Background: an optimization exercise with open tools, aiming at small area, a short achievable clock period and few clock cycles. Do not read the settings as production practice. In this exercise RTL edits were held to simulation tests only and were not proved equivalent to the original. No driver is modelled on the clock port, so clocking that relies on it looks cheaper here than on a real chip. No activity file was given, so power comes from the tool's default toggle rates.

P:
// linebuf_pad_top
module linebuf_pad_top (
  input  logic          clk,
  input  logic          xrst,
  input  logic [5:0]    img_size,
  input  logic [5:0]    fil_size,
  input  logic [5:0]    pad_size,
  input  logic          req,
  input  logic [15:0]   pixel,
  output logic          ack,
  output logic          ready,
  output logic [143:0]  win,      
  output logic          start,
  output logic          valid,
  output logic          stop
);
For scale: ~2000 cells after synthesis, roughly 32000 µm² of cells after synthesis.
export LEC_CHECK = 0
export CAP_MARGIN = 20
export CORE_MARGIN = 2
export CORE_UTILIZATION = 65
export CTS_BUF_LIST = sky130_fd_sc_hd__clkbuf_16
export CTS_CLUSTER_DIAMETER = 80
export CTS_CLUSTER_SIZE = 30
export SETUP_SLACK_MARGIN = 3.85
export SLEW_MARGIN = 20
create_clock -name core_clock -period 6.0 [get_ports {clk}]
standard.sh (not shown) runs the stock make flow with config.mk's settings and CLKGATE_MAP_FILE= SYNTH_SCRIPT=/design/flow/synth_recipe.tcl, a recipe that flattens the netlist after the stock synthesis.
==> flow/flow/run.sh <==
#!/bin/bash
set -euo pipefail
bash standard.sh cts > log_1_to_cts.txt 2>&1
openroad -no_init -exit flow/skiproot.tcl > log_2_skiproot.txt 2>&1
bash standard.sh finish > log_3_to_finish.txt 2>&1
==> flow/flow/skiproot.tcl <==
# Remove the clock tree's root buffer: the clock port net takes over its loads.
set odb orfs/results/sky130hd/linebuf_pad_top/base/4_cts.odb
read_db $odb
set block [ord::get_db_block]
set port [$block findBTerm clk]
set clknet [$port getNet]
set iterms [$clknet getITerms]
if {[llength $iterms] != 1} {
  puts "clock port drives [llength $iterms] pins; left as is"
} else {
  set root [[lindex $iterms 0] getInst]
  set rname [$root getName]
  set rout [$root findITerm X]
  set onet [$rout getNet]
  set loads {}
  foreach it [$onet getITerms] {
    if {[$it isInputSignal]} { lappend loads $it }
  }
  if {[llength $loads] > 4} {
    puts "root drives [llength $loads] pins; left as is"
  } else {
    foreach it $loads {
      $it disconnect
      $it connect $clknet
    }
    [$root findITerm A] disconnect
    $rout disconnect
    odb::dbInst_destroy $root
    odb::dbNet_destroy $onet
    puts "removed root $rname; clock port drives [llength $loads] buffers"
  }
}
write_db $odb
Testbench counts of P, summed over its fixed seeds: cycles 22,692.
Setup changes, P to Q
- a change of CTS_CLUSTER_SIZE from 30 to 20
- a change of CORE_UTILIZATION from 65 to 72
- a change of CTS_CLUSTER_DIAMETER from 80 to 60
- a change of SETUP_SLACK_MARGIN from 3.85 to 4.0
--- outcome ---
- ~same count of input and output buffers in Q and P
- Compared with P, Q shows a higher final non-filler cell area.
- Q: all stages complete, timing, DRC and antenna checks passed
- Summary of Q over P: first-pass GRT wire length has increased, wire length has increased.
The following lists how R was set up differently from Q:
- CTS_CLUSTER_SIZE: 20 -> 30
- CTS_CLUSTER_DIAMETER: 60 -> 80
- CORE_UTILIZATION: 72 -> 65
Notes after the runs:
Re post-layout utilization of the core: R is 9.6 points down on Q.
Any difference in critical path depth between R and Q is small enough to ignore.
From R to Q, mean area per synthesized cell did not move at all.
The inputs of S differ from those of R as listed below.
- SETUP_SLACK_MARGIN changed from 4.0 to 3.92
Notes after the runs:
- As far as ratio of final minimum period to clock period is concerned, S and R perform about the same.
- The run showing the smaller wire length reported by the detailed router is S.
- The number of routed nets with antenna violations was comparable across R and S.
- Between R and S, the difference in global routing met3 resource utilization is negligible.
- ~same peak clock frequency supported by timing in R and S
- Delay of the slowest cell on the worst path: S vs R, no meaningful difference
- From R to S the numbers moved as follows: global-route usage flat, hold slack flat.

---

Another version of the RTL of linebuf_pad_top (not shown whole).
Size in the first run: roughly 2000 cells after synthesis, about 1300 flip-flops, ~190 I/O pins, ~32000 µm² of cells after synthesis.
export LEC_CHECK = 0
export CAP_MARGIN = 20
export CORE_MARGIN = 2
export CORE_UTILIZATION = 65
export CTS_BUF_LIST = sky130_fd_sc_hd__clkbuf_16
export CTS_CLUSTER_DIAMETER = 80
export CTS_CLUSTER_SIZE = 30
export SETUP_SLACK_MARGIN = 4.0
export SLEW_MARGIN = 20
create_clock -name core_clock -period 6.0 [get_ports {clk}]
Scripts as last shown in full above: flow/flow/run.sh, flow/flow/skiproot.tcl
The starting point ran to the end with no violations.
Testbench counts at the start, summed over its fixed seeds: cycles 22,692.
Edit:
SETUP_SLACK_MARGIN = 4.2   (was 4.0)
The new run passed the timing, design-rule and antenna checks.
Total power climbs slightly.
Worst setup slack gets worse by 4.0 ps.
Sequential share of layout area is lower by 0.71 points.
Synthesized area stays the same.
Final area came out higher slightly.
Register-to-register slack gains 150 ps.
Hold slack hardly moves.
Combinational power rose by roughly a tenth.
Fmax barely changes.
Cell count rises slightly.
Routed wire length climbs by a few percent.

---

The RTL this note starts from:
==> flow/design.v <==
module pipe_delay #(
  parameter int WIDTH = 1,
  parameter int DEPTH = 1
) (
  input  logic             clk,
  input  logic             xrst,
  input  logic [WIDTH-1:0] din,
  output logic [WIDTH-1:0] dout
);
  logic [WIDTH-1:0] stage [DEPTH];
  always_ff @(posedge clk) begin
    if (!xrst) begin
      for (int i = 0; i < DEPTH; i++) begin
        stage[i] <= '0;
      end
    end else begin
      stage[0] <= din;
      for (int i = 1; i < DEPTH; i++) begin
        stage[i] <= stage[i-1];
      end
    end
  end
  assign dout = stage[DEPTH-1];
endmodule
module line_mem (
  input  logic        clk,
  input  logic [4:0]  sel,
  input  logic [15:0] din,
  output logic [15:0] dout
);
  logic [15:0] s1;
  logic [15:0] s2  [2];
  logic [15:0] s4  [4];
  logic [15:0] s8  [8];
  logic [15:0] s16 [16];
  logic [15:0] x1, x2, x4, x8;
  always_ff @(posedge clk) begin
    s1 <= din;
    s2[0] <= x1;
    for (int i = 1; i < 2; i++) s2[i] <= s2[i-1];
    s4[0] <= x2;
    for (int i = 1; i < 4; i++) s4[i] <= s4[i-1];
    s8[0] <= x4;
    for (int i = 1; i < 8; i++) s8[i] <= s8[i-1];
    s16[0] <= x8;
    for (int i = 1; i < 16; i++) s16[i] <= s16[i-1];
  end
  assign x1   = sel[0] ? s1      : din;
  assign x2   = sel[1] ? s2[1]   : x1;
  assign x4   = sel[2] ? s4[3]   : x2;
  assign x8   = sel[3] ? s8[7]   : x4;
  assign dout = sel[4] ? s16[15] : x8;
endmodule
module window_shift (
  input  logic          clk,
  input  logic [15:0]   pixel,
  input  logic [4:0]    line_sel,
  input  logic [8:0]    tap_en,     
  output logic [143:0]  win         
);
  logic [15:0] w [9];
  logic [15:0] y1, y0;
  line_mem line1 (.clk(clk), .sel(line_sel), .din(w[8]), .dout(y1));
  line_mem line0 (.clk(clk), .sel(line_sel), .din(w[5]), .dout(y0));
  always_ff @(posedge clk) begin
    w[8] <= pixel;
    w[7] <= w[8];
    w[6] <= w[7];
    w[5] <= y1;
    w[4] <= w[5];
    w[3] <= w[4];
    w[2] <= y0;
    w[1] <= w[2];
    w[0] <= w[1];
  end
  always_comb begin
    for (int t = 0; t < 9; t++)
      win[t*16 +: 16] = tap_en[t] ? w[t] : 16'd0;
  end
endmodule
module linebuf_ctrl (
  input  logic        clk,
  input  logic        xrst,
  input  logic [5:0]  img_size,
  input  logic [5:0]  fil_size,
  input  logic [5:0]  pad_size,
  input  logic        req,
  output logic        ack,
  output logic        ready,
  output logic [4:0]  line_sel,
  output logic [8:0]  tap_en,
  output logic        start,
  output logic        valid,
  output logic        stop
);
  logic       pend_v;
  logic [5:0] pend_n;
  logic       pend_f1, pend_f2, pend_p1;
  logic       in_busy;
  logic [4:0] in_n1;         
  logic [5:0] in_n;
  logic       in_f1, in_f2, in_p1;
  logic [4:0] icol, irow;
  logic       in_last;
  logic [5:0] hold;          
  logic [5:0] in_r;          
  logic [6:0] timer;         
  logic       s1, s2;
  logic       take, go, fire, gap_ok, small_d0;
  logic [6:0] d0p2;
  logic       o_act;
  logic [4:0] wr, wc;
  logic [4:0] o_n1, o_nn1, o_nn2;    
  logic       o_p1;
  logic       wr0, wrl, wc0, wcl;
  logic       wr0_n, wrl_n, wc0_n, wcl_n;
  logic       p1_n;
  assign take     = req && ack;
  assign in_last  = icol == in_n1 && irow == in_n1;
  assign small_d0 = pend_f1 || (pend_p1 && pend_n == 6'd1);
  assign gap_ok   = (in_busy && in_last) ? (in_r <= (small_d0 ? 6'd2 : 6'd3))
                                         : (hold <= (small_d0 ? 6'd3 : 6'd4));
  assign go       = pend_v && (!in_busy || in_last) && timer[6:1] == '0 && gap_ok;
  assign fire     = timer == 7'd1;
  assign d0p2     = pend_f1 ? 7'd4 : pend_p1 ? {1'b0, pend_n} + 7'd3
                                             : {pend_n, 1'b0} + 7'd4;
  always_ff @(posedge clk) begin
    if (!xrst) begin
      pend_v  <= 1'b0;
      ack     <= 1'b1;
      in_busy <= 1'b0;
      hold    <= '0;
      timer   <= '0;
      s1      <= 1'b0;
      s2      <= 1'b0;
    end else begin
      if (take) begin
        pend_v <= 1'b1;
        ack    <= 1'b0;
      end else if (go) begin
        pend_v <= 1'b0;
        ack    <= 1'b1;
      end
      if (go)
        in_busy <= 1'b1;
      else if (in_last)
        in_busy <= 1'b0;
      if (in_busy && in_last)
        hold <= in_r;
      else if (hold != '0)
        hold <= hold - 1'b1;
      if (go)
        timer <= d0p2;
      else if (timer != '0)
        timer <= timer - 1'b1;
      s1 <= go;
      s2 <= s1;
    end
  end
  assign ready = in_busy;
  always_ff @(posedge clk) begin
    if (take) begin
      pend_n  <= img_size;
      pend_f1 <= fil_size[1:0] == 2'd1;
      pend_f2 <= fil_size[1:0] == 2'd2;
      pend_p1 <= pad_size[0];
    end
  end
  always_ff @(posedge clk) begin
    if (go) begin
      in_n  <= pend_n;
      in_n1 <= 5'(pend_n - 1'b1);
      in_f1 <= pend_f1;
      in_f2 <= pend_f2;
      in_p1 <= pend_p1;
      in_r  <= pend_f1 ? 6'd3 : (pend_p1 || pend_f2) ? pend_n + 6'd2 : 6'd1;
      icol  <= '0;
      irow  <= '0;
    end else if (in_busy) begin
      if (icol == in_n1) begin
        icol <= '0;
        irow <= irow + 1'b1;
      end else begin
        icol <= icol + 1'b1;
      end
    end
    if (s2)
      line_sel <= in_f1 ? 5'd0 : in_n1;
  end
  always_comb begin
    wr0_n = wr0;
    wrl_n = wrl;
    wc0_n = wc0;
    wcl_n = wcl;
    p1_n  = o_p1;
    if (fire) begin
      wr0_n = 1'b1;
      wrl_n = in_n == 6'd1;
      wc0_n = 1'b1;
      wcl_n = in_n == 6'd1;
      p1_n  = in_p1;
    end else if (wcl) begin
      wr0_n = 1'b0;
      wrl_n = wr == o_nn2;
      wc0_n = 1'b1;
      wcl_n = o_nn1 == '0;
    end else begin
      wc0_n = 1'b0;
      wcl_n = wc == o_nn2;
    end
  end
  always_ff @(posedge clk) begin
    if (!xrst) begin
      o_act <= 1'b0;
      start <= 1'b0;
      valid <= 1'b0;
      stop  <= 1'b0;
    end else if (fire) begin
      o_act <= 1'b1;
      start <= 1'b1;
      valid <= 1'b1;
      stop  <= 1'b0;
    end else if (o_act) begin
      start <= 1'b0;
      if (wr == o_n1 && wc == o_n1) begin
        o_act <= 1'b0;
        valid <= 1'b0;
        stop  <= 1'b1;
      end else begin
        valid <= wcl || (valid && wc != o_n1);
      end
    end else begin
      start <= 1'b0;
      valid <= 1'b0;
      stop  <= 1'b0;
    end
  end
  always_ff @(posedge clk) begin
    if (fire) begin
      wr    <= '0;
      wc    <= '0;
      o_nn1 <= in_n1;
      o_nn2 <= 5'(in_n - 6'd2);
      o_n1  <= (in_f1 || in_p1) ? in_n1 : in_f2 ? 5'(in_n - 6'd2) : 5'(in_n - 6'd3);
    end else if (wcl) begin
      wc <= '0;
      wr <= wr + 1'b1;
    end else begin
      wc <= wc + 1'b1;
    end
    wr0  <= wr0_n;
    wrl  <= wrl_n;
    wc0  <= wc0_n;
    wcl  <= wcl_n;
    o_p1 <= p1_n;
    for (int r = 0; r < 3; r++)
      for (int c = 0; c < 3; c++)
        tap_en[r*3+c] <= !(p1_n && ((r == 0 && wr0_n) || (r == 2 && wrl_n) ||
                                    (c == 0 && wc0_n) || (c == 2 && wcl_n)));
  end
endmodule
module linebuf_pad_top (
  input  logic          clk,
  input  logic          xrst,
  input  logic [5:0]    img_size,
  input  logic [5:0]    fil_size,
  input  logic [5:0]    pad_size,
  input  logic          req,
  input  logic [15:0]   pixel,
  output logic          ack,
  output logic          ready,
  output logic [143:0]  win,      
  output logic          start,
  output logic          valid,
  output logic          stop
);
  logic [4:0] line_sel;
  logic [8:0] tap_en;
  linebuf_ctrl ctrl_unit (
    .clk      (clk),
    .xrst     (xrst),
    .img_size (img_size),
    .fil_size (fil_size),
    .pad_size (pad_size),
    .req      (req),
    .ack      (ack),
    .ready    (ready),
    .line_sel (line_sel),
    .tap_en   (tap_en),
    .start    (start),
    .valid    (valid),
    .stop     (stop)
  );
  window_shift win_shift (
    .clk      (clk),
    .pixel    (pixel),
    .line_sel (line_sel),
    .tap_en   (tap_en),
    .win      (win)
  );
endmodule
clock: 6.0 ns
lec_check: 0
cap_margin: 20
core_margin: 2
core_utilization: 40
cts_buf_list: sky130_fd_sc_hd__clkbuf_8 sky130_fd_sc_hd__clkbuf_16
cts_cluster_diameter: 60
cts_cluster_size: 20
setup_slack_margin: 3.3
slew_margin: 20
run.sh (not shown) runs the stock make flow with config.mk's settings and CLKGATE_MAP_FILE= SYNTH_SCRIPT=/design/flow/synth_recipe.tcl, a recipe that flattens the netlist after the stock synthesis.
Stock flow here: none of the scripts above is used.
The baseline produced a clean layout.
Testbench counts at the start, summed over its fixed seeds: cycles 22,722.
Rerun with:
- CTS_BUF_LIST: sky130_fd_sc_hd__clkbuf_8 sky130_fd_sc_hd__clkbuf_16 -> sky130_fd_sc_hd__clkbuf_16
- CTS_CLUSTER_DIAMETER: 60 -> 80
- CTS_CLUSTER_SIZE: 20 -> 30
=> Die area is unchanged; via count fell by 1.6%; clock-buffer cell count fell by 35; worst setup slack gains 0.0031 ns; routed wire length fell by 2.3%.
Rerun with:
- CTS_BUF_LIST: sky130_fd_sc_hd__clkbuf_16 -> unset
- CTS_CLUSTER_DIAMETER: 80 -> unset
- CTS_CLUSTER_SIZE: 30 -> unset
- SETUP_SLACK_MARGIN: 3.3 -> unset
Result: Final cell count came out higher by a few percent. Global-route usage is about the same. Routed wire length came out lower by a few percent. Power came out higher by about a fifth. Synthesized cell count stays the same. Maximum frequency came out lower by a quarter to a third. Die area stays the same. Final area came out higher by a few percent. Critical path depth came out lower by 2. Area after synthesis does not change.
Rerun with:
- SETUP_SLACK_MARGIN: unset -> 3.3
Effect: Die area is unchanged. Utilization is higher by 0.81 points. Global-route usage is higher by 0.41 points. Worst hold slack is about the same. Final area is higher by 1.6%. Synthesized area does not change. Sequential cell count does not change. Wire length is higher by 4.2%. Fmax is higher by 33%.

[afterwards: timing with drivers on the ports]
Ports are ideal in the flow. The routed layouts listed here were re-timed in OpenROAD. Step 1, drivers: a clkbuf_16 drives clk and a buf_2 each remaining input, both assumed. Step 2, shift: input delay + t, output delay - t, t = (earliest + latest rising clock arrival at the registers) / 2. This alone moves slack from input paths to output paths. Three values: ideal, step 1, step 2; two values: the first two.
run	shift t [ns]	slack for setup (ns)	worst setup path after step 2	slew at the worst register clock pin (ns)	worst data-port slew with drivers (ns)
P	0.550	3.855 / 3.735 / 3.424	input to register	0.11 / 0.11	0.05
Q	0.676	3.700 / 3.645 / 3.428	input to register	0.09 / 0.09	0.09
R	0.540	3.884 / 3.765 / 3.539	input to register	0.11 / 0.11	0.07
S	0.541	3.880 / 3.761 / 3.479	input to register	0.11 / 0.11	0.07
the first run of note 2	0.550	3.865 / 3.747 / 3.562	input to register	0.11 / 0.11	0.04
the second run of note 2	0.548	3.861 / 3.744 / 3.730	input to register	0.11 / 0.11	0.04
the first run of note 3	0.669	3.255 / 3.195 / 3.059	input to register	0.08 / 0.08	0.04
the second run of note 3	0.669	3.258 / 3.198 / 3.070	input to register	0.11 / 0.11	0.04
the third run of note 3	0.702	2.344 / 2.282 / 2.661	register to register	0.06 / 0.06	0.04
the fourth run of note 3	0.703	3.241 / 3.179 / 3.070	input to register	0.06 / 0.06	0.04
After both steps setup and hold are still met in every run listed. For P, which loses most, drivers alone change the setup slack by -0.120 ns; drivers and shift together by -0.431 ns.
